From an optimization exercise on the open Yosys and OpenROAD flow, aimed at small area; shortcuts taken in it are not production practice. Only simulation tests tie the RTL to the original design; equivalence was not proved. Power is estimated from default activity; no workload was simulated.

**flow/run.sh**
```bash
#!/bin/bash
# Own layout flow: the standard ORFS flow (standard.sh) with three changes:
#  - ABC maps the logic with an area-oriented script (flow/abc_area.script, which then buffers and sizes for load) in
#    place of ORFS's speed script; every other synthesis step is unchanged, so
#    the registers, their names and cell types are the standard synthesis's;
#  - the port buffers are buf_1 cells;
#  - CTS clusters up to 26 sinks per clkbuf_16 and inserts no dummy loads.
# Each make run's full output goes to a log file of its own in this folder.
set -euo pipefail
W=$(pwd)
rm -rf "$W/scripts"
cp -r "$FLOW_HOME/scripts" "$W/scripts"
cp "$W/flow/abc_area.script" "$W/scripts/abc_speed.script"
ARGS=("SCRIPTS_DIR=$W/scripts"
	"BUFFER_PORTS_ARGS=-buffer_cell sky130_fd_sc_hd__buf_1"
	"CTS_ARGS=-sink_clustering_enable -repair_clock_nets -dont_use_dummy_load -buf_list sky130_fd_sc_hd__clkbuf_16 -sink_clustering_size 26 -sink_clustering_max_diameter 100")
bash standard.sh "${ARGS[@]}" synth > "$W/synth.log" 2>&1
bash standard.sh "${ARGS[@]}" finish > "$W/layout.log" 2>&1
```
**flow/abc_area.script**
```
&get -n
&st
&dch
&nf -a
&put
buffer -c
topo
stime -c
upsize -c
dnsize -c
```
**standard.sh**
```bash
#!/bin/bash
# synth_recipe.tcl (not shown) runs the flow's synth.tcl, then flattens the netlist and writes it again
# the make line also repeats each setting of config.mk as NAME=value (left out here)
make -C /OpenROAD-flow-scripts/flow DESIGN_CONFIG=/design/flow/config.mk WORK_HOME=/design/flow/orfs CLKGATE_MAP_FILE= SYNTH_SCRIPT=/design/flow/synth_recipe.tcl "${@:-finish}"
```
**config.mk**
```make
export PLATFORM = sky130hd
export DESIGN_NAME = parking_lot_top
export DESIGN_NICKNAME = parking_lot_top
export VERILOG_FILES = /design/flow/design.v
export SDC_FILE = /design/flow/constraint.sdc
export NUM_CORES = 4
export LEC_CHECK = 0
export CAP_MARGIN = 20
export CORE_MARGIN = 2
export CORE_UTILIZATION = 40
export GPL_TIMING_DRIVEN = 0
export SLEW_MARGIN = 20
```
**constraint.sdc**
```tcl
create_clock -name core_clock -period 10.0 [get_ports {clock}]
set_input_delay 2.0000 -clock core_clock [delete_from_list [all_inputs] [get_ports {clock}]]
set_output_delay 2.0000 -clock core_clock [all_outputs]
set_load 0.01 [all_outputs]
```
**design.v**
```verilog
package parking_pkg;
	typedef logic [15:0] plate_t;
	typedef logic [2:0] floor_t;  
	typedef logic [7:0] fee_t;
	typedef enum logic {
		order_park,
		order_retrieve
	} order_kind_t;
	typedef enum logic [2:0] {
		st_idle,         
		st_plate_swap,   
		st_load,         
		st_travel_out,
		st_store,        
		st_pickup,       
		st_travel_home
	} elevator_state_t;
	localparam int NUM_FLOORS = 7;
	localparam int QUEUE_DEPTH = 8;
	localparam logic [3:0] CLASS_HANDICAPPED = 4'b1001;
	localparam logic [3:0] CLASS_HYBRID = 4'b1000;
	localparam fee_t FEE_MAX = 8'd255;
endpackage
`timescale 1ns/100ps
module order_queue (
	input logic clock,
	input logic reset,
	input logic park_req,
	input logic retrieve_req,
	input parking_pkg::plate_t order_plate,
	input logic order_take,
	output logic order_valid,
	output parking_pkg::order_kind_t order_kind,
	output parking_pkg::plate_t order_plate_q,
	output logic order_dropped
);
	parking_pkg::plate_t plate_mem [0:parking_pkg::QUEUE_DEPTH-1];
	logic kind_mem [0:parking_pkg::QUEUE_DEPTH-1];
	logic [3:0] rd_ptr;
	logic [3:0] wr_ptr;
	logic strobe;
	logic full;
	logic push;
	assign strobe = park_req || retrieve_req;
	assign full = (wr_ptr ^ rd_ptr) == 4'b1000;
	assign push = strobe && !full;
	assign order_valid = (wr_ptr != rd_ptr);
	assign order_kind = parking_pkg::order_kind_t'(kind_mem[rd_ptr[2:0]]);
	assign order_plate_q = plate_mem[rd_ptr[2:0]];
	always_ff @(posedge clock) begin
		if (push) begin
			plate_mem[wr_ptr[2:0]] <= order_plate;
			kind_mem[wr_ptr[2:0]] <= retrieve_req;
		end
	end
	always_ff @(posedge clock or posedge reset) begin
		if (reset) begin
			rd_ptr <= '0;
			wr_ptr <= '0;
			order_dropped <= 1'b0;
		end else begin
			order_dropped <= strobe && full;
			if (push)
				wr_ptr <= wr_ptr + 1'b1;
			if (order_take)  
				rd_ptr <= rd_ptr + 1'b1;
		end
	end
endmodule
`timescale 1ns/100ps
module fee_meter (
	input logic clock,
	input logic start,    
	input logic run,      
	output logic [7:0] count
);
	logic step;
	assign step = run && !(&count);
	always_ff @(posedge clock) begin
		count <= start ? 8'd1 : count + {7'b0, step};
	end
endmodule
`timescale 1ns/100ps
module slot_table (
	input logic clock,
	input logic reset,
	input logic store_strobe,
	input parking_pkg::plate_t store_plate,
	input logic clear_strobe,
	input parking_pkg::floor_t spot_floor,
	input logic spot_place,
	input logic suv_query,
	input parking_pkg::plate_t hit_plate,
	output parking_pkg::floor_t free_floor,
	output logic free_place,
	output logic free_found,
	output parking_pkg::floor_t hit_floor,
	output logic hit_place,
	output logic hit_found,
	output logic [7:0] spot_count,
	output logic full_sedan,
	output logic full_suv
);
	parking_pkg::plate_t spots [1:parking_pkg::NUM_FLOORS][2];
	logic [7:0] counts [1:parking_pkg::NUM_FLOORS][2];
	logic valid [1:parking_pkg::NUM_FLOORS][2];
	logic sel [1:parking_pkg::NUM_FLOORS][2];
	always_comb begin
		for (int f = 1; f <= parking_pkg::NUM_FLOORS; f++)
			for (int p = 0; p < 2; p++)
				sel[f][p] = (spot_floor == parking_pkg::floor_t'(f)) && (spot_place == (p == 1));
	end
	always_ff @(posedge clock or posedge reset) begin
		if (reset) begin
			for (int f = 1; f <= parking_pkg::NUM_FLOORS; f++) begin
				valid[f][0] <= 1'b0;
				valid[f][1] <= 1'b0;
			end
		end else begin
			for (int f = 1; f <= parking_pkg::NUM_FLOORS; f++)
				for (int p = 0; p < 2; p++)
					if (sel[f][p] && (store_strobe || clear_strobe))
						valid[f][p] <= store_strobe;
		end
	end
	always_ff @(posedge clock) begin
		for (int f = 1; f <= parking_pkg::NUM_FLOORS; f++)
			for (int p = 0; p < 2; p++)
				if (sel[f][p] && store_strobe)
					spots[f][p] <= store_plate;
	end
	always_comb begin
		full_sedan = 1'b1;
		full_suv = 1'b1;
		for (int f = 1; f <= parking_pkg::NUM_FLOORS; f++) begin
			if (f % 2 == 0)
				full_sedan = full_sedan && valid[f][0] && valid[f][1];
			else
				full_suv = full_suv && valid[f][0] && valid[f][1];
		end
	end
	always_comb begin
		logic allowed;
		free_found = 1'b0;
		free_floor = '0;
		free_place = 1'b0;
		for (int f = 1; f <= parking_pkg::NUM_FLOORS; f++) begin
			allowed = (f % 2 == 1) ? (suv_query || full_sedan) : !suv_query;
			if (allowed && !free_found && !(valid[f][0] && valid[f][1])) begin
				free_found = 1'b1;
				free_floor = parking_pkg::floor_t'(f);
				free_place = valid[f][0];  
			end
		end
	end
	always_comb begin
		hit_found = 1'b0;
		hit_floor = '0;
		hit_place = 1'b0;
		spot_count = '0;
		for (int f = 1; f <= parking_pkg::NUM_FLOORS; f++) begin
			for (int p = 0; p < 2; p++) begin
				if (!hit_found && valid[f][p] && spots[f][p] == hit_plate) begin
					hit_found = 1'b1;
					hit_floor = parking_pkg::floor_t'(f);
					hit_place = (p == 1);
				end
				spot_count = spot_count | (counts[f][p] & {8{sel[f][p]}});
			end
		end
	end
	for (genvar f = 1; f <= parking_pkg::NUM_FLOORS; f++) begin : g_floor
		for (genvar p = 0; p < 2; p++) begin : g_place
			fee_meter meter_i (
				.clock(clock),
				.start(store_strobe && sel[f][p]),
				.run(valid[f][p] && !(clear_strobe && sel[f][p])),
				.count(counts[f][p])
			);
		end
	end
endmodule
`timescale 1ns/100ps
module elevator_controller (
	input logic clock,
	input logic reset,
	input logic order_valid,
	input parking_pkg::order_kind_t order_kind,
	input parking_pkg::plate_t order_plate_q,
	input parking_pkg::floor_t free_floor,
	input logic free_place,
	input logic free_found,
	input parking_pkg::floor_t hit_floor,
	input logic hit_place,
	input logic hit_found,
	input logic [7:0] spot_count,
	output logic order_take,
	output logic suv_query,
	output logic store_strobe,
	output parking_pkg::plate_t store_plate,
	output logic clear_strobe,
	output parking_pkg::floor_t spot_floor,
	output logic spot_place,
	output parking_pkg::floor_t current_floor,
	output logic plate_type,
	output logic park_done,
	output logic car_out,
	output parking_pkg::plate_t car_out_plate,
	output parking_pkg::fee_t fee,
	output logic order_rejected
);
	parking_pkg::elevator_state_t state;
	parking_pkg::elevator_state_t state_next;
	parking_pkg::order_kind_t kind_r;  
	parking_pkg::plate_t plate_r;
	logic swap_needed;
	logic load_reject;
	logic arriving_home;
	logic [3:0] car_class;
	assign swap_needed = (order_plate_q[0] != plate_type);
	assign load_reject = (plate_r == '0) || !free_found;
	assign suv_query = plate_r[0];
	assign order_take = (state == parking_pkg::st_idle) && order_valid;
	assign store_strobe = (state == parking_pkg::st_store);
	assign clear_strobe = (state == parking_pkg::st_pickup);
	assign store_plate = plate_r;
	assign park_done = (state == parking_pkg::st_store);
	assign car_out_plate = plate_r;
	assign car_class = plate_r[15:12];
	always_comb begin
		if (car_class == parking_pkg::CLASS_HANDICAPPED)
			fee = '0;
		else if (car_class == parking_pkg::CLASS_HYBRID)
			fee = spot_count;
		else
			fee = spot_count[7] ? parking_pkg::FEE_MAX : {spot_count[6:0], 1'b0};
	end
	assign order_rejected = (order_take && order_kind == parking_pkg::order_retrieve && !hit_found)
		|| (state == parking_pkg::st_load && load_reject);
	assign arriving_home = (current_floor == 3'd1)
		&& (state == parking_pkg::st_pickup
		|| (state == parking_pkg::st_travel_home && kind_r == parking_pkg::order_retrieve));
	always_comb begin
		state_next = state;
		case (state)
			parking_pkg::st_idle: begin
				if (order_valid) begin
					if (order_kind == parking_pkg::order_park)
						state_next = swap_needed ? parking_pkg::st_plate_swap : parking_pkg::st_load;
					else if (hit_found)
						state_next = swap_needed ? parking_pkg::st_plate_swap
							: parking_pkg::st_travel_out;
				end
			end
			parking_pkg::st_plate_swap: begin
				state_next = (kind_r == parking_pkg::order_park) ? parking_pkg::st_load
					: parking_pkg::st_travel_out;
			end
			parking_pkg::st_load:
				state_next = load_reject ? parking_pkg::st_idle : parking_pkg::st_travel_out;
			parking_pkg::st_travel_out: begin
				if (parking_pkg::floor_t'(current_floor + 3'd1) == spot_floor)
					state_next = (kind_r == parking_pkg::order_park) ? parking_pkg::st_store
						: parking_pkg::st_pickup;
			end
			parking_pkg::st_store, parking_pkg::st_pickup:
				state_next = (current_floor == 3'd1) ? parking_pkg::st_idle
					: parking_pkg::st_travel_home;
			parking_pkg::st_travel_home: begin
				if (current_floor == 3'd1)
					state_next = parking_pkg::st_idle;
			end
			default: state_next = parking_pkg::st_idle;
		endcase
	end
	always_ff @(posedge clock or posedge reset) begin
		if (reset) begin
			state <= parking_pkg::st_idle;
			current_floor <= '0;
			plate_type <= 1'b0;  
			car_out <= 1'b0;
		end else begin
			state <= state_next;
			car_out <= arriving_home;
			case (state)
				parking_pkg::st_plate_swap: plate_type <= !plate_type;
				parking_pkg::st_travel_out: current_floor <= current_floor + 3'd1;
				parking_pkg::st_store, parking_pkg::st_travel_home, parking_pkg::st_pickup:
					current_floor <= current_floor - 3'd1;  
				default: ;
			endcase
		end
	end
	always_ff @(posedge clock) begin
		if (order_take) begin
			plate_r <= order_plate_q;
			kind_r <= order_kind;
			spot_floor <= hit_floor;  
			spot_place <= hit_place;
		end else if (state == parking_pkg::st_load) begin
			spot_floor <= free_floor;
			spot_place <= free_place;
		end
	end
endmodule
`timescale 1ns/100ps
module parking_lot_top (
	input logic clock,
	input logic reset,
	input logic park_req,
	input logic retrieve_req,
	input parking_pkg::plate_t order_plate,
	output parking_pkg::floor_t current_floor,
	output logic plate_type,
	output logic park_done,
	output parking_pkg::floor_t park_floor,
	output logic park_place,
	output logic car_out,
	output parking_pkg::plate_t car_out_plate,
	output parking_pkg::fee_t fee,
	output logic order_rejected,
	output logic order_dropped,
	output logic full_sedan,
	output logic full_suv
);
	logic order_valid;
	logic order_take;
	parking_pkg::order_kind_t order_kind;
	parking_pkg::plate_t order_plate_q;
	logic suv_query;
	parking_pkg::plate_t store_plate;
	logic store_strobe;
	logic clear_strobe;
	parking_pkg::floor_t free_floor;
	logic free_place;
	logic free_found;
	parking_pkg::floor_t hit_floor;
	logic hit_place;
	logic hit_found;
	logic [7:0] spot_count;
	order_queue queue_i (
		.clock(clock),
		.reset(reset),
		.park_req(park_req),
		.retrieve_req(retrieve_req),
		.order_plate(order_plate),
		.order_take(order_take),
		.order_valid(order_valid),
		.order_kind(order_kind),
		.order_plate_q(order_plate_q),
		.order_dropped(order_dropped)
	);
	elevator_controller controller_i (
		.clock(clock),
		.reset(reset),
		.order_valid(order_valid),
		.order_kind(order_kind),
		.order_plate_q(order_plate_q),
		.free_floor(free_floor),
		.free_place(free_place),
		.free_found(free_found),
		.hit_floor(hit_floor),
		.hit_place(hit_place),
		.hit_found(hit_found),
		.spot_count(spot_count),
		.order_take(order_take),
		.suv_query(suv_query),
		.store_strobe(store_strobe),
		.store_plate(store_plate),
		.clear_strobe(clear_strobe),
		.spot_floor(park_floor),
		.spot_place(park_place),
		.current_floor(current_floor),
		.plate_type(plate_type),
		.park_done(park_done),
		.car_out(car_out),
		.car_out_plate(car_out_plate),
		.fee(fee),
		.order_rejected(order_rejected)
	);
	slot_table slots_i (
		.clock(clock),
		.reset(reset),
		.store_strobe(store_strobe),
		.store_plate(store_plate),
		.clear_strobe(clear_strobe),
		.spot_floor(park_floor),
		.spot_place(park_place),
		.suv_query(suv_query),
		.hit_plate(order_plate_q),
		.free_floor(free_floor),
		.free_place(free_place),
		.free_found(free_found),
		.hit_floor(hit_floor),
		.hit_place(hit_place),
		.hit_found(hit_found),
		.spot_count(spot_count),
		.full_sedan(full_sedan),
		.full_suv(full_suv)
	);
endmodule
```
==> reports/summary.log, run 1 <==
INFO  outcome        run_status=no timing/DRC/antenna violations
INFO  synth          synth_edf_count=381
INFO  setup_path     r2r_setup_slack=5180ps
INFO  setup_path     r2r-start=queue_i.rd_ptr[0]$_DFFE_PP0P_
INFO  setup_path     timing.critical_path.required=8000ps
INFO  synth          syn_nets=1751
INFO  grt            grt_overflow=0
INFO  place          gp_congestion=0.843
INFO  clock_tree     htreeDepth=1
INFO  layout         finalNetCount=1844
INFO  job            max_cap_viol_count=0
INFO  pwr            power.internal=4.43mW
INFO  synth          ys_warn_count=11
INFO  place          port_buffers=57
INFO  layout         filler_cell_count=5019
INFO  floorplan      placement_rows=87
INFO  clock_tree     ctsLongestPathBuffers=3
INFO  pwr            switching_power=3.07mW
INFO  pwr            seqPwrFrac=45.3%
INFO  pwr            power_per_cell_area=305nW/um2
INFO  synth          postSynthAreaPerCell=13.3um2
INFO  clock_tree     tritoncts.num_buffers=24
INFO  setup_path     critical_path.max_stage_delay=700ps
INFO  timing         maxSlewHeadroom=22.6%
INFO  clock_tree     clk_latency=580ps
INFO  synth          synthCells=1698
INFO  grt            grt_antenna_before_repair=0
INFO  routing        via_count=14605
INFO  place          detailedPlacementHpwl=39600um
INFO  timing         crit_share_post_route=72.3%
INFO  synth          sequential_share_of_the_synthesized_area=64.0%
INFO  clock_tree     cts_root_buffer=sky130_fd_sc_hd__clkbuf_16
INFO  setup_path     worst_path_most_repeated_cell=sky130_fd_sc_hd__buf_1
INFO  routing        viasPerCell=5.74
INFO  setup_path     critical_path.cell_chain=buf_6, mux4_2, mux2i_2, buf_2, buf_1, a221oi_1, nand4_1, nor4_1, nand3_1, and4b_1, nand4_2, o21ai_0, buf_1
INFO  pwr            clock_network_fraction_of_total_power=14.3%
INFO  setup_path     cp_max_stage_cell=sky130_fd_sc_hd__buf_1
INFO  routing        wl_per_cell=23.3um
INFO  grt            vias_in_the_first_global_route=14109
INFO  pwr            combinationalPowerShare=40.4%
INFO  routing        drt-total-wl=59300um
INFO  routing        drtIter0Drc=1557
INFO  timing         worst_setup_skew_after_layout=60.1ps
INFO  floorplan      die_h=242um
INFO  layout         post_route_non_filler_standard_cell_count=2546
INFO  floorplan      i_o_pins=58
INFO  clock_tree     cts_tree=yes
INFO  grt            first_pass_grt_wire_length=88500um
INFO  setup_path     cp_num_buf_inv=4
INFO  timing         setup_viol_count_final=0
INFO  clock_tree     cts.repair_timing.setup_buffer_count=0
INFO  synth          synthDominantCellAreaShare=50.7%
INFO  routing        detail_route.first_pass.iterations=8
INFO  timing         hold_viol_final=0
INFO  floorplan      initial_utilization=40.3%
INFO  grt            grt_use_total=19.8%
INFO  clock_tree     post_cts_resize_count=0
INFO  timing         totalNegativeSetupSlack=0ps
INFO  timing         max_freq=138MHz
INFO  pwr            switching_share=40.9%
INFO  synth          ys_async_sr_fraction=5.92%
INFO  setup_path     reg2regPathDepth=15
INFO  pwr            power.static_leakage=8.08nW
INFO  clock_tree     cts.reportedPaths.clkPinSlew=100ps
INFO  synth          post-synth-top-area-cell=sky130_fd_sc_hd__edfxtp_1
INFO  synth          ys_ff_latch=524
INFO  worst_hold_path timing.hold.worst_path_depth=1
INFO  setup_path     path_class=reg -> out
INFO  setup_path     cp_top_family=buffers and inverters
INFO  layout         layout-drive-gt1-share=10.1%
INFO  layout         final_area=24600um2
INFO  pwr            peakVddDrop=175uV
INFO  place          postPlaceCellArea=24000um2
INFO  clock_tree     hold_buffers=0
INFO  setup_path     crit_path_start_kind=flop
INFO  layout         layout-area-overhead-vs-synth=9.04%
INFO  worst_hold_path hp-class=reg -> reg
INFO  timing         slew_viol_final=0
INFO  floorplan      fp.coreArea=56100um2
INFO  grt            maximum_number_of_pins_on_one_net_before_global_route_repair=32
INFO  place          post-place-cells=2520
INFO  floorplan      die_width=242um
INFO  setup_path     worst-endpoint-arrival=5230ps
INFO  clock_tree     cts_num_sinks=524
INFO  routing        antenna_left=0
INFO  routing        drc_errors=0
INFO  synth          synth_area=22600um2
INFO  synth          post_synth_main_area_contributors=sky130_fd_sc_hd__edfxtp_1 (51%), sky130_fd_sc_hd__dfxtp_1 (9.9%), sky130_fd_sc_hd__xor2_1 (3.8%), sky130_fd_sc_hd__dfrtp_1 (3.4%), sky130_fd_sc_hd__mux4_2 (3.4%)
INFO  worst_hold_path worst_hold_startpoint=queue_i.wr_ptr[3]$_DFFE_PP0P_
INFO  floorplan      dieArea=58400um2
INFO  timing         final_period_minus_worst_setup_slack=7230ps
INFO  setup_path     critPathCaptureType=output port
INFO  synth          netlist-cell-type-count=77
INFO  setup_path     crit-reg2reg-capture=controller_i.spot_place$_DFFE_PP_
INFO  timing         timing_worst_slew_pin_value=1160ps
INFO  worst_hold_path hold_path_end=queue_i.wr_ptr[3]$_DFFE_PP0P_
INFO  setup_path     worstPathMaxFanout=10
INFO  synth          dominantRegCellSynth=sky130_fd_sc_hd__edfxtp_1
INFO  timing         setup_repair_after_global_routing_missed_its_margin=false
==> layer usage <==
| layer | vias to the layer above | track usage, % | part of all wire [%] |
|---|---|---|---|
| met2 | 454 | 33.0 | 48 |
| met1 | 7437 | 28.0 | 44 |
| met4 | 0 | 3.64 | 1.4 |
| li1 | 6660 | - | - |
| met3 | 54 | 2.71 | 6.5 |
| met5 | - | 0 | 0 |
==> layout make-up <==
class	instances	area, um2	share of cell area (%)
Antenna cell	1	2.50	0.0102
Buffer	60	342	1.39
Clock buffer	24	601	2.44
Inverter	26	97.6	0.396
Multi-Input combinational cell	1088	7830	31.8
Sequential cell	524	14500	58.7
Tap cell	756	946	3.84
Timing Repair Buffer	67	347	1.41
==> synthesized netlist by cell type, types with 22 or more instances <==
| master | instances |
|---|---|
| sky130_fd_sc_hd__dfxtp_1 | 112 |
| sky130_fd_sc_hd__ha_1 | 33 |
| sky130_fd_sc_hd__o22ai_1 | 22 |
| sky130_fd_sc_hd__o21ai_0 | 63 |
| sky130_fd_sc_hd__dfrtp_1 | 31 |
| sky130_fd_sc_hd__edfxtp_1 | 381 |
| sky130_fd_sc_hd__a21oi_1 | 56 |
| sky130_fd_sc_hd__nand4_1 | 34 |
| sky130_fd_sc_hd__nand2_1 | 120 |
| sky130_fd_sc_hd__xor2_1 | 99 |
| sky130_fd_sc_hd__inv_1 | 26 |
| sky130_fd_sc_hd__nor2_1 | 176 |
| sky130_fd_sc_hd__nor4_1 | 23 |
| sky130_fd_sc_hd__buf_2 | 25 |
| sky130_fd_sc_hd__nor3_1 | 30 |
| sky130_fd_sc_hd__mux4_2 | 34 |
| sky130_fd_sc_hd__nand3_1 | 59 |
| sky130_fd_sc_hd__xnor2_1 | 68 |
==> logic make-up after synthesis <==
family | count (synthesis) | synth area share [%]
adders and majority gates | 33 | 1.83
AOI/OAI and AO/OA | 303 | 9.45
muxes | 53 | 4.87
and+or+nand+nor | 532 | 11.4
DFF | 524 | 64.0
buffers and inverters | 86 | 1.94
xor gates and xnor gates | 167 | 6.48
==> through the flow <==
step	power (mW)	util, %	hold slack, ps	worst slack, ps
after global routing	7.91	43.9	517	2540
after detailed placement	6.46	42.8	481	3420
after global placement	6.37	42.4	476	3410
after CTS	7.53	43.9	503	2780
final	7.51	43.9	504	2770
after floorplan	5.23	-	458	4900
==> sequential cells by signal, summed over array words and instances (netlist names) <==
register / count
controller_i.car_out: 1
controller_i.current_floor: 3
controller_i.kind_r: 1
controller_i.plate_r: 16
controller_i.plate_type: 1
controller_i.spot_floor: 3
controller_i.spot_place: 1
controller_i.state: 3
queue_i.kind_mem: 8
queue_i.order_dropped: 1
queue_i.plate_mem: 128
queue_i.rd_ptr: 4
queue_i.wr_ptr: 4
slots_i.g_floor.g_place.meter_i.count: 112
slots_i.spots: 224
slots_i.valid: 14
==> how the worst max path moves through the flow <==
| stage | end | slack (ps) | from | cells after the start |
|---|---|---|---|---|
| final | order_rejected | 2770 | queue_i.rd_ptr[0]$_DFFE_PP0P_ | 13 |
| after detailed placement | order_rejected | 3420 | queue_i.rd_ptr[0]$_DFFE_PP0P_ | 13 |
| after global routing | order_rejected | 2540 | queue_i.rd_ptr[0]$_DFFE_PP0P_ | 14 |
| after global placement | order_rejected | 3410 | queue_i.rd_ptr[0]$_DFFE_PP0P_ | 14 |
| after CTS | order_rejected | 2780 | queue_i.rd_ptr[0]$_DFFE_PP0P_ | 13 |
| after floorplan | order_rejected | 4900 | queue_i.rd_ptr[0]$_DFFE_PP0P_ | 13 |
==> power by group through the flow <==
stage	clock [mW]	sequential, mW	combinational [mW]
final	1.08	3.40	3.03
after global routing	1.17	3.44	3.29
after CTS	1.10	3.40	3.03
after detailed placement	0	3.45	3.01
after global placement	0	3.47	2.90
after floorplan	0	3.18	2.05
==> cell usage in the layout, fill, tap and decap left out, drive strengths merged, types with 11 or more instances in the layout <==
master and n:
xor2 99, dfrtp 31, a221oi 20, xnor2 68, a22oi 11, mux2i 16
edfxtp 381, a222oi 19, a211oi 17, clkbuf 40, a221o 16, or2 19
buf 111, nor2 176, a311oi 13, nand2 121, dfxtp 112, nand4 36
o22ai 22, nor2b 17, nor4 23, a21oi 56, o21ai 65, inv 25
nand3 59, ha 33, nor3 30, mux4 34, nand2b 12
==> inputs of run 2 (changes only) <==
==> flow/run.sh (replaced) <==
#!/bin/bash
# Own layout flow: the standard ORFS flow (standard.sh) with these changes:
#  - ABC maps the logic with an area-oriented script (flow/abc_area.script) in
#    place of ORFS's speed script; every other synthesis step is unchanged, so
#    the registers, their names and cell types are the standard synthesis's;
#  - after synthesis, the platform's don't-use list is extended with the large
#    buffers and inverters (flow/dont_use.txt), so that repair fixes slew with
#    small buffers;
#  - the port buffers are buf_1 cells;
#  - CTS clusters up to 26 sinks per clkbuf_16 and inserts no dummy loads.
# Each make run's full output goes to a log file of its own in this folder.
set -euo pipefail
W=$(pwd)
rm -rf "$W/scripts"
cp -r "$FLOW_HOME/scripts" "$W/scripts"
cp "$W/flow/abc_area.script" "$W/scripts/abc_speed.script"
ARGS=("SCRIPTS_DIR=$W/scripts"
	"BUFFER_PORTS_ARGS=-buffer_cell sky130_fd_sc_hd__buf_1"
	"CTS_ARGS=-sink_clustering_enable -repair_clock_nets -dont_use_dummy_load -buf_list sky130_fd_sc_hd__clkbuf_16 -sink_clustering_size 26 -sink_clustering_max_diameter 100")
bash standard.sh "${ARGS[@]}" synth > "$W/synth.log" 2>&1
bash standard.sh "${ARGS[@]}" "DONT_USE_CELLS=$(cat "$W/flow/dont_use.txt")" finish > "$W/layout.log" 2>&1
==> flow/abc_area.script (replaced) <==
&get -n
&st
&dch
&nf -a
&put
topo
stime -c
==> flow/dont_use.txt (new file) <==
sky130_fd_sc_hd__probe_p_8 sky130_fd_sc_hd__probec_p_8 sky130_fd_sc_hd__lpflow_bleeder_1 sky130_fd_sc_hd__lpflow_clkbufkapwr_1 sky130_fd_sc_hd__lpflow_clkbufkapwr_16 sky130_fd_sc_hd__lpflow_clkbufkapwr_2 sky130_fd_sc_hd__lpflow_clkbufkapwr_4 sky130_fd_sc_hd__lpflow_clkbufkapwr_8 sky130_fd_sc_hd__lpflow_clkinvkapwr_1 sky130_fd_sc_hd__lpflow_clkinvkapwr_16 sky130_fd_sc_hd__lpflow_clkinvkapwr_2 sky130_fd_sc_hd__lpflow_clkinvkapwr_4 sky130_fd_sc_hd__lpflow_clkinvkapwr_8 sky130_fd_sc_hd__lpflow_decapkapwr_12 sky130_fd_sc_hd__lpflow_decapkapwr_3 sky130_fd_sc_hd__lpflow_decapkapwr_4 sky130_fd_sc_hd__lpflow_decapkapwr_6 sky130_fd_sc_hd__lpflow_decapkapwr_8 sky130_fd_sc_hd__lpflow_inputiso0n_1 sky130_fd_sc_hd__lpflow_inputiso0p_1 sky130_fd_sc_hd__lpflow_inputiso1n_1 sky130_fd_sc_hd__lpflow_inputiso1p_1 sky130_fd_sc_hd__lpflow_inputisolatch_1 sky130_fd_sc_hd__lpflow_isobufsrc_1 sky130_fd_sc_hd__lpflow_isobufsrc_16 sky130_fd_sc_hd__lpflow_isobufsrc_2 sky130_fd_sc_hd__lpflow_isobufsrc_4 sky130_fd_sc_hd__lpflow_isobufsrc_8 sky130_fd_sc_hd__lpflow_isobufsrckapwr_16 sky130_fd_sc_hd__lpflow_lsbuf_lh_hl_isowell_tap_1 sky130_fd_sc_hd__lpflow_lsbuf_lh_hl_isowell_tap_2 sky130_fd_sc_hd__lpflow_lsbuf_lh_hl_isowell_tap_4 sky130_fd_sc_hd__lpflow_lsbuf_lh_isowell_4 sky130_fd_sc_hd__lpflow_lsbuf_lh_isowell_tap_1 sky130_fd_sc_hd__lpflow_lsbuf_lh_isowell_tap_2 sky130_fd_sc_hd__lpflow_lsbuf_lh_isowell_tap_4 sky130_fd_sc_hd__buf_6 sky130_fd_sc_hd__buf_8 sky130_fd_sc_hd__buf_12 sky130_fd_sc_hd__buf_16 sky130_fd_sc_hd__bufbuf_8 sky130_fd_sc_hd__bufbuf_16 sky130_fd_sc_hd__bufinv_8 sky130_fd_sc_hd__bufinv_16 sky130_fd_sc_hd__inv_6 sky130_fd_sc_hd__inv_8 sky130_fd_sc_hd__inv_12 sky130_fd_sc_hd__inv_16
==> run 2 against run 1 <==
Still clean on timing, DRC and antenna; via count down 0.73%; synthesized cell count down 3.5%; clock skew down 19 ps; sequential share of layout area up 0.74 points; register-to-register slack worse by 500 ps; core utilization up 0.50 points; die area down 2.3%; clock power about the same; largest cell class unchanged.
==> reports/summary.log, run 2 <==
INFO  layout         filler_cell_count=4892 [-2.5%]
INFO  routing        detail_route.first_pass.iterations=7 [-1]
INFO  layout         insertedDiodeCount=0 [-1]
INFO  grt            grt_overflow=0 [unchanged]
INFO  synth          post_synth_main_area_contributors=sky130_fd_sc_hd__edfxtp_1 (52%), sky130_fd_sc_hd__dfxtp_1 (10%), sky130_fd_sc_hd__xor2_1 (3.9%), sky130_fd_sc_hd__dfrtp_1 (3.5%), sky130_fd_sc_hd__mux4_2 (3.5%)
INFO  pwr            power.static_leakage=7.81nW [-3.3%]
INFO  clock_tree     cts_root_buffer=sky130_fd_sc_hd__clkbuf_16
INFO  outcome        run_status=no timing/DRC/antenna violations
INFO  routing        via_count=14498 [-0.73%]
INFO  timing         maxSlewHeadroom=24.1% [+1.5 points]
INFO  clock_tree     cts_tree=yes
INFO  worst_hold_path worst_hold_startpoint=queue_i.wr_ptr[3]$_DFFE_PP0P_
INFO  place          port_buffers=57 [unchanged]
INFO  clock_tree     post_cts_resize_count=0 [unchanged]
INFO  setup_path     critPathCaptureType=output port
INFO  synth          ys_warn_count=11 [unchanged]
INFO  timing         setup_repair_after_global_routing_missed_its_margin=false
INFO  timing         totalNegativeSetupSlack=0ps [unchanged]
INFO  setup_path     r2r-start=queue_i.rd_ptr[0]$_DFFE_PP0P_
INFO  routing        drc_errors=0 [unchanged]
INFO  clock_tree     clk_latency=580ps [about the same]
INFO  timing         timing_worst_slew_pin_value=1140ps [-22.5 ps]
INFO  routing        drtIter0Drc=1635 [+5.0%]
INFO  synth          synthDominantCellAreaShare=51.9% [+1.2 points]
INFO  pwr            peakVddDrop=135uV [-23%]
INFO  routing        viasPerCell=5.90 [+2.9%]
INFO  timing         max_freq=135MHz [-2.5%]
INFO  timing         final_period_minus_worst_setup_slack=7410ps [+188 ps]
INFO  floorplan      die_h=239um [-1.2%]
INFO  setup_path     cp_num_buf_inv=3 [-1]
INFO  place          gp_congestion=0.858 [+1.7%]
INFO  layout         largest_register_by_flop_count=slots_i.spots
INFO  setup_path     r2r_setup_slack=4680ps [-500 ps]
INFO  timing         layout_setup_ws=2590ps [-188 ps]
INFO  setup_path     critical_path.cell_chain=buf_4, mux4_2, mux2i_4, buf_4, o22ai_1, nor4_1, nand3_1, nor4_1, o2111ai_1, and4b_1, nand4_1, o21ai_0, buf_1
INFO  timing         worst_setup_skew_after_layout=40.9ps [-19.2 ps]
INFO  synth          ys_async_sr_fraction=5.92% [unchanged]
INFO  clock_tree     hold_buffers=0 [unchanged]
INFO  synth          synth_area=22100um2 [-2.3%]
INFO  floorplan      die_width=239um [-1.2%]
INFO  setup_path     timing.critical_path.required=8000ps [about the same]
INFO  layout         finalNetCount=1807 [-2.0%]
INFO  timing         slew_viol_final=0 [unchanged]
INFO  clock_tree     cts_num_sinks=524 [unchanged]
INFO  clock_tree     ctsLongestPathBuffers=3 [unchanged]
INFO  floorplan      placement_rows=86 [-1.1%]
INFO  setup_path     critical_path.max_stage_delay=610ps [-90 ps]
INFO  grt            vias_in_the_first_global_route=14101 [-0.057%]
INFO  clock_tree     cts.repair_timing.setup_buffer_count=0 [unchanged]
INFO  layout         largest_register_ffs=224 [unchanged]
INFO  setup_path     cp_max_stage_cell=sky130_fd_sc_hd__dfrtp_4
INFO  job            max_cap_viol_count=0 [unchanged]
INFO  layout         sequential_area=14500um2 [about the same]
INFO  place          place_ws=3150ps [-272 ps]
INFO  synth          synthCells=1639 [-3.5%]
INFO  setup_path     cp_top_family=simple AND/OR/NAND/NOR gates
INFO  floorplan      initial_utilization=40.3% [about the same]
INFO  grt            first_pass_grt_wire_length=87300um [-1.3%]
INFO  setup_path     path_class=reg -> out
INFO  routing        antenna_left=0 [unchanged]
INFO  timing         crit_share_post_route=74.1% [+1.9 points]
INFO  layout         layout-area-overhead-vs-synth=10.3%
INFO  routing        drt-total-wl=58000um [-2.1%]
INFO  grt            grt_antenna_before_repair=0 [unchanged]
INFO  timing         setup_viol_count_final=0 [unchanged]
INFO  synth          synth_common_cells=sky130_fd_sc_hd__edfxtp_1 (381), sky130_fd_sc_hd__nor2_1 (176), sky130_fd_sc_hd__nand2_1 (121)
INFO  place          detailedPlacementHpwl=39000um [-1.6%]
INFO  synth          sequential_share_of_the_synthesized_area=65.6% [+1.5 points]
INFO  grt            grt_use_total=20.3% [+0.49 points]
INFO  synth          dominantRegCellSynth=sky130_fd_sc_hd__edfxtp_1
INFO  synth          postSynthAreaPerCell=13.5um2 [+1.2%]
INFO  pwr            power_per_cell_area=305nW/um2 [about the same]
INFO  setup_path     reg2regPathDepth=14 [-1]
INFO  grt            maximum_number_of_pins_on_one_net_before_global_route_repair=34 [+6.3%]
INFO  timing         hold_viol_final=0 [unchanged]
INFO  layout         final_common_cell=sky130_fd_sc_hd__edfxtp_1
INFO  floorplan      i_o_pins=58 [unchanged]
INFO  clock_tree     tritoncts.num_buffers=24 [unchanged]
INFO  worst_hold_path hp-class=reg -> reg
INFO  synth          netlist-cell-type-count=59 [-23%]
INFO  floorplan      fp.coreArea=54800um2 [-2.3%]
INFO  worst_hold_path hold_path_end=queue_i.wr_ptr[3]$_DFFE_PP0P_
INFO  layout         layout-drive-gt1-share=7.71% [-2.4 points]
INFO  setup_path     crit-reg2reg-capture=controller_i.state[0]$_DFFE_PP0P_
INFO  synth          ys_ff_latch=524 [unchanged]
INFO  worst_hold_path timing.hold.worst_path_depth=1 [unchanged]
INFO  setup_path     crit_path_start_kind=flop
INFO  clock_tree     htreeDepth=1 [unchanged]
INFO  layout         multi_input_gate_area_in_the_final_layout=7840um2 [about the same]
INFO  routing        wl_per_cell=23.6um [+1.5%]
INFO  setup_path     worstPathMaxFanout=25 [+15]
INFO  synth          synth_edf_count=381 [unchanged]
INFO  floorplan      dieArea=57000um2 [-2.3%]
INFO  synth          syn_nets=1692 [-3.4%]
INFO  layout         mostFrequentLayoutCells=sky130_fd_sc_hd__edfxtp_1 (381), sky130_fd_sc_hd__nor2_1 (156), sky130_fd_sc_hd__nand2_1 (120)
INFO  setup_path     worst-endpoint-arrival=5410ps [+180 ps]
INFO  synth          post-synth-top-area-cell=sky130_fd_sc_hd__edfxtp_1
INFO  synth          synthMostInstantiatedCell=sky130_fd_sc_hd__edfxtp_1
INFO  clock_tree     cts.reportedPaths.clkPinSlew=100ps [about the same]
## run 2: cell types whose count changed in the layout (fill, tap and decap cells not counted), moves of 15 or more
cell,delta
sky130_fd_sc_hd__clkbuf_1,-15
sky130_fd_sc_hd__buf_2,-21
sky130_fd_sc_hd__or2_0,+19
sky130_fd_sc_hd__or2_2,-19
sky130_fd_sc_hd__clkinv_1,+24
sky130_fd_sc_hd__buf_4,+17
sky130_fd_sc_hd__inv_1,-24
## run 2: power by group
group	total, mW	leakage [nW]	internal [mW]	switching, mW
registers	3.51	4.76	2.88	0.632
logic	2.84	2.76	1.05	1.79
clock network	1.07	0.296	0.431	0.643
total	7.42	7.81	4.36	3.06
## run 2: kinds of logic after synthesis
family / count (synthesis) / synth area share [%]
buf+inv: 27 / 0.477
fa+ha+maj: 33 / 1.87
compound gates: 303 / 9.60
xor+xnor: 167 / 6.63
mux: 53 / 4.35
flops: 524 / 65.6
simple gates: 532 / 11.5
## run 2: metal layers
layer  share of wire (%)  vias up  GRT usage [%]
met1                  44     7329           28.9
met5                   0        -              0
met4                 1.7        0           5.38
met3                 7.5       62           2.91
li1                    -     6580              -
met2                  47      527           32.7
## run 2: per-stage QoR
stage	cell area, um2	hold slack [ps]	instances	utilization [%]	total power, mW
4_1_cts	24300	509	2455	44.4	7.45
6_report	24300	499	2456	44.4	7.42
5_1_grt	24300	524	2456	44.4	7.82
2_1_floorplan	22100	458	1639	-	4.97
3_3_place_gp	23100	480	2400	42.3	6.18
3_5_place_dp	23700	487	2431	43.3	6.39
## run 2: area by class of cell
type	instances	share of cell area, %
flip-flops and latches	524	59.5
multi-input cells	1088	32.2
well taps	704	3.62
clock buffers	24	2.47
repair buffers	89	1.83
inverters	26	0.406
plain buffers	1	0.0308
## run 2: worst max-delay path by stage
stage                                   from  cells past startpoint              to  slack, ps
3_3_place_gp   queue_i.rd_ptr[0]$_DFFE_PP0P_                     12  order_rejected        150
6_report       queue_i.rd_ptr[0]$_DFFE_PP0P_                     13  order_rejected       2590
5_1_grt        queue_i.rd_ptr[0]$_DFFE_PP0P_                     14  order_rejected       2180
3_5_place_dp   queue_i.rd_ptr[0]$_DFFE_PP0P_                     14  order_rejected       3150
2_1_floorplan  queue_i.rd_ptr[0]$_DFFE_PP0P_                     11  order_rejected       2790
4_1_cts        queue_i.rd_ptr[0]$_DFFE_PP0P_                     14  order_rejected       2510
## run 2: worst reg2reg max path: cells and delay by family, from the launching register on
kind | cells | cell delay, ps
mux | 3 | 1570
simple gates | 6 | 1470
buf+inv | 2 | 850
compound gates | 3 | 710
flops | 1 | 610
==> inputs of run 3 (changes only) <==
--- a/flow/run.sh
+++ b/flow/run.sh
@@ -8,5 +8,5 @@
 #    small buffers;
 #  - the port buffers are buf_1 cells;
-#  - CTS clusters up to 26 sinks per clkbuf_16 and inserts no dummy loads.
+#  - CTS clusters up to 18 sinks per clkbuf_8 and inserts no dummy loads.
 # Each make run's full output goes to a log file of its own in this folder.
 set -euo pipefail
@@ -17,5 +17,5 @@
 ARGS=("SCRIPTS_DIR=$W/scripts"
 	"BUFFER_PORTS_ARGS=-buffer_cell sky130_fd_sc_hd__buf_1"
-	"CTS_ARGS=-sink_clustering_enable -repair_clock_nets -dont_use_dummy_load -buf_list sky130_fd_sc_hd__clkbuf_16 -sink_clustering_size 26 -sink_clustering_max_diameter 100")
+	"CTS_ARGS=-sink_clustering_enable -repair_clock_nets -dont_use_dummy_load -buf_list sky130_fd_sc_hd__clkbuf_8 -sink_clustering_size 18 -sink_clustering_max_diameter 80")
 bash standard.sh "${ARGS[@]}" synth > "$W/synth.log" 2>&1
 bash standard.sh "${ARGS[@]}" "DONT_USE_CELLS=$(cat "$W/flow/dont_use.txt")" finish > "$W/layout.log" 2>&1
==> run 3 against run 2 <==
Synthesized cell count unchanged; die area is the same; power shrank 1.3%; register-to-register slack barely moved; routed wire length increased by 0.53%; core utilization decreased by 0.21 points; cell count grew 0.45%; clock skew increased by 27 ps; via count increased by 0.82%; first-iteration DRC count fell by 9.2%; critical path depth increased by 1; largest cell class unchanged; largest power group unchanged; highest routed layer unchanged.
==> reports/summary.log, run 3 <==
INFO  synth          synth_common_cells=sky130_fd_sc_hd__edfxtp_1 (381), sky130_fd_sc_hd__nor2_1 (176), sky130_fd_sc_hd__nand2_1 (121)
INFO  place          postPlaceCellArea=23700um2 [unchanged]
INFO  synth          netlist-cell-type-count=59 [unchanged]
INFO  synth          dominantRegCellSynth=sky130_fd_sc_hd__edfxtp_1
INFO  place          port_buffers=57 [unchanged]
INFO  timing         setup_viol_count_final=0 [unchanged]
INFO  pwr            power_per_cell_area=302nW/um2 [-0.87%]
INFO  floorplan      dieArea=57000um2 [unchanged]
INFO  timing         timing_worst_slew_pin_value=1130ps [-8.79 ps]
INFO  pwr            peakVddDrop=161uV [+19%]
INFO  pwr            power.static_leakage=7.77nW [-0.53%]
INFO  synth          post-synth-top-area-cell=sky130_fd_sc_hd__edfxtp_1
INFO  routing        drtIter0Drc=1484 [-9.2%]
INFO  layout         post_route_non_filler_standard_cell_count=2467 [+0.45%]
INFO  floorplan      die_width=239um [unchanged]
INFO  grt            first_pass_grt_wire_length=87700um [+0.45%]
INFO  timing         maxSlewHeadroom=24.6% [+0.59 points]
INFO  clock_tree     clk_latency=630ps [+50 ps]
INFO  floorplan      fp.coreArea=54800um2 [unchanged]
INFO  setup_path     cp_max_stage_cell=sky130_fd_sc_hd__mux4_2
INFO  timing         layout_setup_ws=2570ps [-11.3 ps]
INFO  synth          syn_nets=1692 [unchanged]
INFO  layout         final_area=24200um2 [-0.46%]
INFO  setup_path     path_class=reg -> out
INFO  layout         final_common_cell=sky130_fd_sc_hd__edfxtp_1
INFO  floorplan      die_h=239um [unchanged]
INFO  layout         final_core_utilization=44.2% [-0.21 points]
INFO  grt            vias_in_the_first_global_route=14185 [+0.60%]
INFO  setup_path     timing.critical_path.required=8000ps [about the same]
INFO  synth          ys_async_sr_fraction=5.92% [unchanged]
INFO  routing        drc_errors=0 [unchanged]
INFO  clock_tree     post_cts_resize_count=0 [unchanged]
INFO  worst_hold_path hp-class=reg -> reg
INFO  timing         crit_share_post_route=74.3% [+0.11 points]
INFO  layout         mostFrequentLayoutCells=sky130_fd_sc_hd__edfxtp_1 (381), sky130_fd_sc_hd__nor2_1 (156), sky130_fd_sc_hd__nand2_1 (120)
INFO  synth          ys_warn_count=11 [unchanged]
INFO  routing        via_count=14617 [+0.82%]
INFO  grt            met1_capacity_usage_during_global_routing=28.9% [about the same]
INFO  outcome        run_status=no timing/DRC/antenna violations
INFO  clock_tree     tritoncts.num_buffers=36 [+50%]
INFO  layout         multi_input_gate_area_in_the_final_layout=7840um2 [unchanged]
INFO  layout         largest_register_ffs=224 [unchanged]
INFO  synth          ys_ff_latch=524 [unchanged]
INFO  layout         filler_cell_count=4900 [+0.16%]
INFO  timing         setup_repair_after_global_routing_missed_its_margin=false
INFO  clock_tree     cts.reportedPaths.clkPinSlew=100ps [about the same]
INFO  timing         hold_viol_final=0 [unchanged]
INFO  layout         finalNetCount=1818 [+0.61%]
INFO  timing         slew_viol_final=0 [unchanged]
INFO  timing         totalNegativeSetupSlack=0ps [unchanged]
INFO  layout         layout-area-overhead-vs-synth=9.83%
INFO  timing         max_freq=135MHz [-0.15%]
INFO  layout         insertedDiodeCount=0 [unchanged]
INFO  clock_tree     cts.repair_timing.setup_buffer_count=0 [unchanged]
INFO  setup_path     worst-endpoint-arrival=5430ps [+20 ps]
INFO  clock_tree     cts_root_buffer=sky130_fd_sc_hd__clkbuf_8
INFO  synth          synthMostInstantiatedCell=sky130_fd_sc_hd__edfxtp_1
INFO  clock_tree     cts_num_sinks=524 [unchanged]
INFO  setup_path     crit_path_start_kind=flop
INFO  routing        detail_route.first_pass.iterations=5 [-2]
INFO  synth          postSynthAreaPerCell=13.5um2 [unchanged]
INFO  setup_path     critical_path.max_stage_delay=610ps [about the same]
INFO  timing         worst_setup_skew_after_layout=67.5ps [+26.6 ps]
INFO  setup_path     worstPathMaxFanout=25 [unchanged]
INFO  grt            grt_overflow=0 [unchanged]
INFO  synth          synthCells=1639 [unchanged]
INFO  worst_hold_path timing.hold.worst_path_depth=1 [unchanged]
INFO  synth          synth_edf_count=381 [unchanged]
INFO  setup_path     critPathCaptureType=output port
INFO  clock_tree     cts_tree=yes
INFO  grt            grt_antenna_before_repair=0 [unchanged]
INFO  synth          synthDominantCellAreaShare=51.9% [unchanged]
INFO  grt            groute.layer.met3.usage=3.13% [+0.22 points]
INFO  clock_tree     hold_buffers=0 [unchanged]
INFO  place          post-place-cells=2431 [unchanged]
INFO  floorplan      initial_utilization=40.3% [unchanged]
INFO  routing        drt-total-wl=58300um [+0.53%]
INFO  setup_path     reg2regPathDepth=15 [+1]
INFO  grt            grt.met2_usage=32.9% [+0.22 points]
INFO  grt            maximum_number_of_pins_on_one_net_before_global_route_repair=34 [unchanged]
INFO  timing         final_period_minus_worst_setup_slack=7430ps [+11.3 ps]
INFO  layout         largest_register_by_flop_count=slots_i.spots
INFO  grt            grt_use_total=20.6% [+0.23 points]
INFO  floorplan      i_o_pins=58 [unchanged]
INFO  layout         sequential_area=14500um2 [unchanged]
INFO  routing        wl_per_cell=23.7um [about the same]
INFO  clock_tree     htreeDepth=2 [+1]
INFO  place          gp_congestion=0.858 [unchanged]
INFO  place          detailedPlacementHpwl=39000um [unchanged]
INFO  grt            grt_most_used_layer=met2
INFO  clock_tree     ctsLongestPathBuffers=3 [unchanged]
INFO  pwr            totalPowerFinal=7.32mW [-1.3%]
INFO  synth          sequential_share_of_the_synthesized_area=65.6% [unchanged]
INFO  routing        viasPerCell=5.93 [+0.37%]
INFO  timing         hold-worst-slack=502ps [+3.44 ps]
INFO  setup_path     critical_path.cell_chain=buf_4, mux4_2, mux2i_4, buf_4, nor2_1, a21oi_1, o221ai_1, a2111oi_0, nand4_1, or4_1, and4b_1, nand4_1, o21ai_0, buf_1
INFO  routing        antenna_left=0 [unchanged]
INFO  place          place_ws=3150ps [unchanged]
INFO  layout         layout-drive-gt1-share=8.28% [+0.58 points]
INFO  job            max_cap_viol_count=0 [unchanged]
INFO  synth          synth_area=22100um2 [unchanged]
INFO  floorplan      placement_rows=86 [unchanged]
INFO  synth          post_synth_main_area_contributors=sky130_fd_sc_hd__edfxtp_1 (52%), sky130_fd_sc_hd__dfxtp_1 (10%), sky130_fd_sc_hd__xor2_1 (3.9%), sky130_fd_sc_hd__dfrtp_1 (3.5%), sky130_fd_sc_hd__mux4_2 (3.5%)
==> run 3: cell counts after synthesis <==
No cell type changed its count.
==> run 3: report_power, final <==
| group | internal (mW) | switching (mW) |
|---|---|---|
| sequential | 2.88 | 0.645 |
| combinational | 1.05 | 1.78 |
| clock | 0.327 | 0.646 |
| total | 4.25 | 3.07 |
==> run 3: routing by layer <==
metal	vias up	wire (um)
li1	6595	-
met3	93	4380
met4	0	1530
met1	7374	25500
met2	555	26900
met5	-	0
==> run 3: critical path, delay by kind of cell, from the launching register on <==
kind	cells	cell delay, ps
simple gates	5	1180
compound gates	4	810
buf+inv	3	1010
mux	2	1210
flops	1	600
==> run 3: final cells by class <==
class | count | area share, %
sequential | 524 | 59.7
multi-input combinational | 1088 | 32.3
clock buffer | 36 | 2.05
timing repair buffer | 88 | 1.80
buffer | 1 | 0.0310
tap | 704 | 3.64
inverter | 26 | 0.408
==> run 3: logic make-up (layout without fill, tap and decap cells) <==
logic type / after synthesis / in the layout / synth area share (%)
and+or+nand+nor: 532 / 532 / 11.5
DFF: 524 / 524 / 65.6
AOI/OAI and AO/OA: 303 / 303 / 9.60
xor gates and xnor gates: 167 / 167 / 6.63
muxes: 53 / 53 / 4.35
adders and majority gates: 33 / 33 / 1.87
buffers and inverters: 27 / 151 / 0.477
==> run 3: final timing paths <==
kind	slack (ps)	to	from
min in group asynchronous	1440	queue_i.wr_ptr[1]$_DFFE_PP0P_	reset
hold / removal	500	queue_i.wr_ptr[3]$_DFFE_PP0P_	queue_i.wr_ptr[3]$_DFFE_PP0P_
max in group asynchronous	8070	queue_i.rd_ptr[0]$_DFFE_PP0P_	reset
setup reg to reg	4690	controller_i.state[0]$_DFFE_PP0P_	queue_i.rd_ptr[0]$_DFFE_PP0P_
hold reg to reg	500	queue_i.wr_ptr[3]$_DFFE_PP0P_	queue_i.wr_ptr[3]$_DFFE_PP0P_
setup / recovery	2570	order_rejected	queue_i.rd_ptr[0]$_DFFE_PP0P_
==> inputs of run 4 (changes only) <==
--- a/flow/run.sh
+++ b/flow/run.sh
@@ -8,5 +8,5 @@
 #    small buffers;
 #  - the port buffers are buf_1 cells;
-#  - CTS clusters up to 18 sinks per clkbuf_8 and inserts no dummy loads.
+#  - CTS clusters up to 10 sinks per clkbuf_4 and inserts no dummy loads.
 # Each make run's full output goes to a log file of its own in this folder.
 set -euo pipefail
@@ -17,5 +17,5 @@
 ARGS=("SCRIPTS_DIR=$W/scripts"
 	"BUFFER_PORTS_ARGS=-buffer_cell sky130_fd_sc_hd__buf_1"
-	"CTS_ARGS=-sink_clustering_enable -repair_clock_nets -dont_use_dummy_load -buf_list sky130_fd_sc_hd__clkbuf_8 -sink_clustering_size 18 -sink_clustering_max_diameter 80")
+	"CTS_ARGS=-sink_clustering_enable -repair_clock_nets -dont_use_dummy_load -buf_list sky130_fd_sc_hd__clkbuf_4 -sink_clustering_size 10 -sink_clustering_max_diameter 50")
 bash standard.sh "${ARGS[@]}" synth > "$W/synth.log" 2>&1
 bash standard.sh "${ARGS[@]}" "DONT_USE_CELLS=$(cat "$W/flow/dont_use.txt")" finish > "$W/layout.log" 2>&1
==> run 4 against run 3 <==
Still clean; via count is 0.79% higher; sequential share of layout area hardly changed; flip-flop and latch count stayed put; power is 0.25% higher; synthesized cell count stayed put; clock-buffer cell count is 30 higher; die area stayed put; critical endpoint unchanged; largest cell class unchanged; largest power group unchanged; highest routed layer unchanged.
==> reports/summary.log, run 4 <==
INFO  outcome        run_status=no timing/DRC/antenna violations
INFO  routing        viasPerCell=5.90 [-0.46%]
INFO  synth          sequential_share_of_the_synthesized_area=65.6% [unchanged]
INFO  floorplan      initial_utilization=40.3% [unchanged]
INFO  setup_path     cp_num_buf_inv=3 [unchanged]
INFO  synth          postSynthAreaPerCell=13.5um2 [unchanged]
INFO  timing         max_freq=131MHz [-3.0%]
INFO  grt            vias_in_the_first_global_route=14358 [+1.2%]
INFO  clock_tree     cts_tree=yes
INFO  place          post-place-cells=2431 [unchanged]
INFO  synth          post-synth-top-area-cell=sky130_fd_sc_hd__edfxtp_1
INFO  pwr            totalPowerFinal=7.34mW [+0.25%]
INFO  synth          synthCells=1639 [unchanged]
INFO  pwr            seqPwrFrac=47.9% [-0.2 points]
INFO  clock_tree     hold_buffers=0 [unchanged]
INFO  pwr            combinationalPowerShare=38.6% [about the same]
INFO  timing         maxSlewHeadroom=20.7% [-4.0 points]
INFO  routing        detail_route.first_pass.iterations=6 [+1]
INFO  synth          synth-compound-area-share=9.60% [unchanged]
INFO  timing         crit_share_post_route=76.6% [+2.3 points]
INFO  setup_path     critical_path.max_stage_delay=620ps [about the same]
INFO  synth          multiplexer_fraction_of_the_synthesized_cell_area=4.35% [unchanged]
INFO  grt            grt_use_total=20.8% [+0.29 points]
INFO  pwr            peakVddDrop=130uV [-19%]
INFO  worst_hold_path hold_path_end=queue_i.wr_ptr[3]$_DFFE_PP0P_
INFO  worst_hold_path timing.hold.worst_path_depth=1 [unchanged]
INFO  clock_tree     post_cts_resize_count=0 [unchanged]
INFO  synth          post_synth_main_area_contributors=sky130_fd_sc_hd__edfxtp_1 (52%), sky130_fd_sc_hd__dfxtp_1 (10%), sky130_fd_sc_hd__xor2_1 (3.9%), sky130_fd_sc_hd__dfrtp_1 (3.5%), sky130_fd_sc_hd__mux4_2 (3.5%)
INFO  timing         final_period_minus_worst_setup_slack=7660ps [+230 ps]
INFO  routing        drt-total-wl=59000um [+1.1%]
INFO  setup_path     timing.critical_path.required=8000ps [about the same]
INFO  synth          synth_top_family_by_area=simple AND/OR/NAND/NOR gates
INFO  pwr            clock_network_fraction_of_total_power=13.5% [+0.2 points]
INFO  synth          synth_area=22100um2 [unchanged]
INFO  clock_tree     cts_root_buffer=sky130_fd_sc_hd__clkbuf_4
INFO  pwr            switching_power=3.11mW [+1.3%]
INFO  layout         mostFrequentLayoutCells=sky130_fd_sc_hd__edfxtp_1 (381), sky130_fd_sc_hd__nor2_1 (156), sky130_fd_sc_hd__nand2_1 (120)
INFO  synth          synth_xor_xnor_area_share=6.63% [unchanged]
INFO  layout         filler_cell_count=4911 [+0.22%]
INFO  routing        antenna_left=0 [unchanged]
INFO  floorplan      die_width=239um [unchanged]
INFO  pwr            power_per_cell_area=303nW/um2 [+0.24%]
INFO  layout         largest_register_by_flop_count=slots_i.spots
INFO  routing        via_count=14733 [+0.79%]
INFO  timing         totalNegativeSetupSlack=0ps [unchanged]
INFO  timing         layout_setup_ws=2340ps [-230 ps]
INFO  place          place_ws=3150ps [unchanged]
INFO  job            max_cap_viol_count=0 [unchanged]
INFO  clock_tree     htreeDepth=3 [+1]
INFO  grt            maximum_number_of_pins_on_one_net_before_global_route_repair=34 [unchanged]
INFO  clock_tree     cts.repair_timing.setup_buffer_count=0 [unchanged]
INFO  synth          dominantRegCellSynth=sky130_fd_sc_hd__edfxtp_1
INFO  worst_hold_path hp-class=reg -> reg
INFO  synth          ys_warn_count=11 [unchanged]
INFO  layout         largest_register_ffs=224 [unchanged]
INFO  floorplan      i_o_pins=58 [unchanged]
INFO  setup_path     r2r_setup_slack=4660ps [-30 ps]
INFO  layout         finalNetCount=1848 [+1.7%]
INFO  place          gp_congestion=0.858 [unchanged]
INFO  synth          adder_cell_share_of_the_synthesized_area=1.87% [unchanged]
INFO  grt            grt_overflow=0 [unchanged]
INFO  setup_path     critPathCaptureType=output port
INFO  timing         setup_viol_count_final=0 [unchanged]
INFO  synth          ys_async_sr_fraction=5.92% [unchanged]
INFO  timing         slew_viol_final=0 [unchanged]
INFO  layout         post_route_non_filler_standard_cell_count=2498 [+1.3%]
INFO  clock_tree     tritoncts.num_buffers=66 [+83%]
INFO  clock_tree     ctsLongestPathBuffers=3 [unchanged]
INFO  routing        wl_per_cell=23.6um [-0.19%]
INFO  pwr            power.internal=4.23mW [-0.51%]
INFO  floorplan      placement_rows=86 [unchanged]
INFO  timing         timing_worst_slew_pin_value=1190ps [+59.4 ps]
INFO  setup_path     path_class=reg -> out
INFO  clock_tree     cts_num_sinks=524 [unchanged]
INFO  synth          synth_common_cells=sky130_fd_sc_hd__edfxtp_1 (381), sky130_fd_sc_hd__nor2_1 (176), sky130_fd_sc_hd__nand2_1 (121)
INFO  setup_path     critical_path.cell_chain=buf_4, mux4_2, mux2i_4, buf_4, nor2_1, a21oi_1, o221ai_1, a2111oi_0, nand4_1, or4_1, and4b_1, nand4_1, o21ai_0, buf_1
INFO  timing         worst_setup_skew_after_layout=98.6ps [+31.1 ps]
INFO  synth          synthDominantCellAreaShare=51.9% [unchanged]
INFO  grt            grt_antenna_before_repair=1 [+1]
INFO  place          port_buffers=57 [unchanged]
INFO  layout         final_common_cell=sky130_fd_sc_hd__edfxtp_1
INFO  grt            first_pass_grt_wire_length=88600um [+0.98%]
INFO  routing        drc_errors=0 [unchanged]
INFO  setup_path     cp_max_stage_cell=sky130_fd_sc_hd__mux2i_4
INFO  synth          netlist-cell-type-count=59 [unchanged]
INFO  timing         hold_viol_final=0 [unchanged]
INFO  floorplan      die_h=239um [unchanged]
INFO  pwr            switching_share=42.4% [+0.44 points]
INFO  synth          yosys.area_share.simple=11.5% [unchanged]
INFO  setup_path     reg2regPathDepth=15 [unchanged]
INFO  synth          ys_ff_latch=524 [unchanged]
INFO  synth          synthMostInstantiatedCell=sky130_fd_sc_hd__edfxtp_1
INFO  setup_path     r2r-start=queue_i.rd_ptr[0]$_DFFE_PP0P_
INFO  setup_path     crit_path_start_kind=flop
INFO  setup_path     cp_top_family=multiplexers
INFO  place          detailedPlacementHpwl=39000um [unchanged]
INFO  clock_tree     cts.reportedPaths.clkPinSlew=110ps [about the same]
INFO  synth          syn_nets=1692 [unchanged]
INFO  clock_tree     clk_latency=800ps [+170 ps]
INFO  floorplan      dieArea=57000um2 [unchanged]
INFO  setup_path     crit-reg2reg-capture=controller_i.state[0]$_DFFE_PP0P_
INFO  timing         setup_repair_after_global_routing_missed_its_margin=false
INFO  layout         multi_input_gate_area_in_the_final_layout=7840um2 [unchanged]
INFO  setup_path     worstPathMaxFanout=25 [unchanged]
INFO  routing        drtIter0Drc=1490 [+0.40%]
INFO  layout         layout-drive-gt1-share=9.82% [+1.5 points]
INFO  floorplan      fp.coreArea=54800um2 [unchanged]
INFO  synth          synth_edf_count=381 [unchanged]
INFO  setup_path     worst-endpoint-arrival=5660ps [+230 ps]
INFO  layout         sequential_area=14500um2 [unchanged]
INFO  pwr            power.static_leakage=7.82nW [+0.58%]
INFO  layout         layout-area-overhead-vs-synth=9.84% [about the same]
INFO  worst_hold_path worst_hold_startpoint=queue_i.wr_ptr[3]$_DFFE_PP0P_
run 4: changes by cell type in the layout (fill, tap and decap cells not counted):
cell,change
sky130_fd_sc_hd__clkbuf_4,+66
sky130_fd_sc_hd__clkbuf_8,-36
sky130_fd_sc_hd__diode_2,+1
run 4: layout make-up:
type / count / area share (%)
plain buffers: 1 / 0.0310
inverters: 26 / 0.408
flip-flops and latches: 524 / 59.7
well taps: 704 / 3.64
clock buffers: 66 / 2.05
repair buffers: 88 / 1.80
diodes: 1 / 0.0103
multi-input cells: 1088 / 32.3
run 4: metal layers:
layer	track usage, %	part of all wire [%]	up-vias
li1	-	-	6672
met1	28.9	44	7398
met2	33.0	46	566
met3	3.95	7.9	97
met4	7.08	2.5	0
met5	0	0	-
run 4: cells by family (layout without fill, tap and decap cells):
group | Yosys count | after routing
buffers and inverters | 27 | 181
other | 0 | 1
adders and majority gates | 33 | 33
AOI/OAI and AO/OA | 303 | 303
and+or+nand+nor | 532 | 532
xor gates and xnor gates | 167 | 167
muxes | 53 | 53
DFF | 524 | 524
run 4: power by group through the flow:
stage | Clock (mW) | Sequential (mW) | Combinational, mW
2_1_floorplan | 0 | 3.27 | 1.70
3_3_place_gp | 0 | 3.62 | 2.56
3_5_place_dp | 0 | 3.57 | 2.83
4_1_cts | 1.02 | 3.52 | 2.84
5_1_grt | 1.09 | 3.57 | 3.08
6_report | 0.989 | 3.52 | 2.83
run 4: per-stage QoR:
step	instance area (um2)	hold WS (ps)	utilization [%]
after floorplan	22100	458	-
after global placement	23100	480	42.3
after detailed placement	23700	487	43.3
after CTS	24200	511	44.2
after global routing	24200	525	44.2
final	24200	503	44.2
run 4: worst reg2reg max path: stages (launching register included):
cell and delay [ps]:
sky130_fd_sc_hd__dfrtp_4 600, sky130_fd_sc_hd__buf_4 490, sky130_fd_sc_hd__mux4_2 640, sky130_fd_sc_hd__mux2i_4 620
sky130_fd_sc_hd__buf_4 370, sky130_fd_sc_hd__nor2_1 70, sky130_fd_sc_hd__a21oi_1 120, sky130_fd_sc_hd__o221ai_1 140
sky130_fd_sc_hd__a2111oi_0 360, sky130_fd_sc_hd__nand4_1 140, sky130_fd_sc_hd__or4_1 500, sky130_fd_sc_hd__and4b_1 270
sky130_fd_sc_hd__nand4_1 200, sky130_fd_sc_hd__a21boi_0 170, sky130_fd_sc_hd__nand2b_1 190, sky130_fd_sc_hd__mux2_1 320
run 4: worst max-delay path by stage:
stage                endpoint                     startpoint  cells after the start
2_1_floorplan  order_rejected  queue_i.rd_ptr[0]$_DFFE_PP0P_                     11
3_3_place_gp   order_rejected  queue_i.rd_ptr[0]$_DFFE_PP0P_                     12
3_5_place_dp   order_rejected  queue_i.rd_ptr[0]$_DFFE_PP0P_                     14
4_1_cts        order_rejected  queue_i.rd_ptr[0]$_DFFE_PP0P_                     14
5_1_grt        order_rejected  queue_i.rd_ptr[0]$_DFFE_PP0P_                     14
6_report       order_rejected  queue_i.rd_ptr[0]$_DFFE_PP0P_                     14

## port drivers added, routing unchanged
Ports are ideal in the flow. The routed layouts listed here were re-timed in OpenROAD. Step 1, drivers: a clkbuf_16 drives clock and a buf_2 each remaining input, both assumed. Step 2, shift: input delay + t, output delay - t, t = (earliest + latest rising clock arrival at the registers) / 2. This alone moves slack from input paths to output paths. Three values: no drivers, after step 1, after step 2; two values: the first two.
run	shift t [ns]	setup WS [ns]	worst setup path at the end	cell pins on the clock port's net
run 1	0.603	2.774 / 2.719 / 3.322	register to output	1
run 2	0.623	2.586 / 2.527 / 3.150	register to output	1
run 3	0.651	2.575 / 2.523 / 3.174	register to output	1
run 4	0.820	2.344 / 2.293 / 3.112	register to output	1
After both steps every run listed still meets setup and hold.
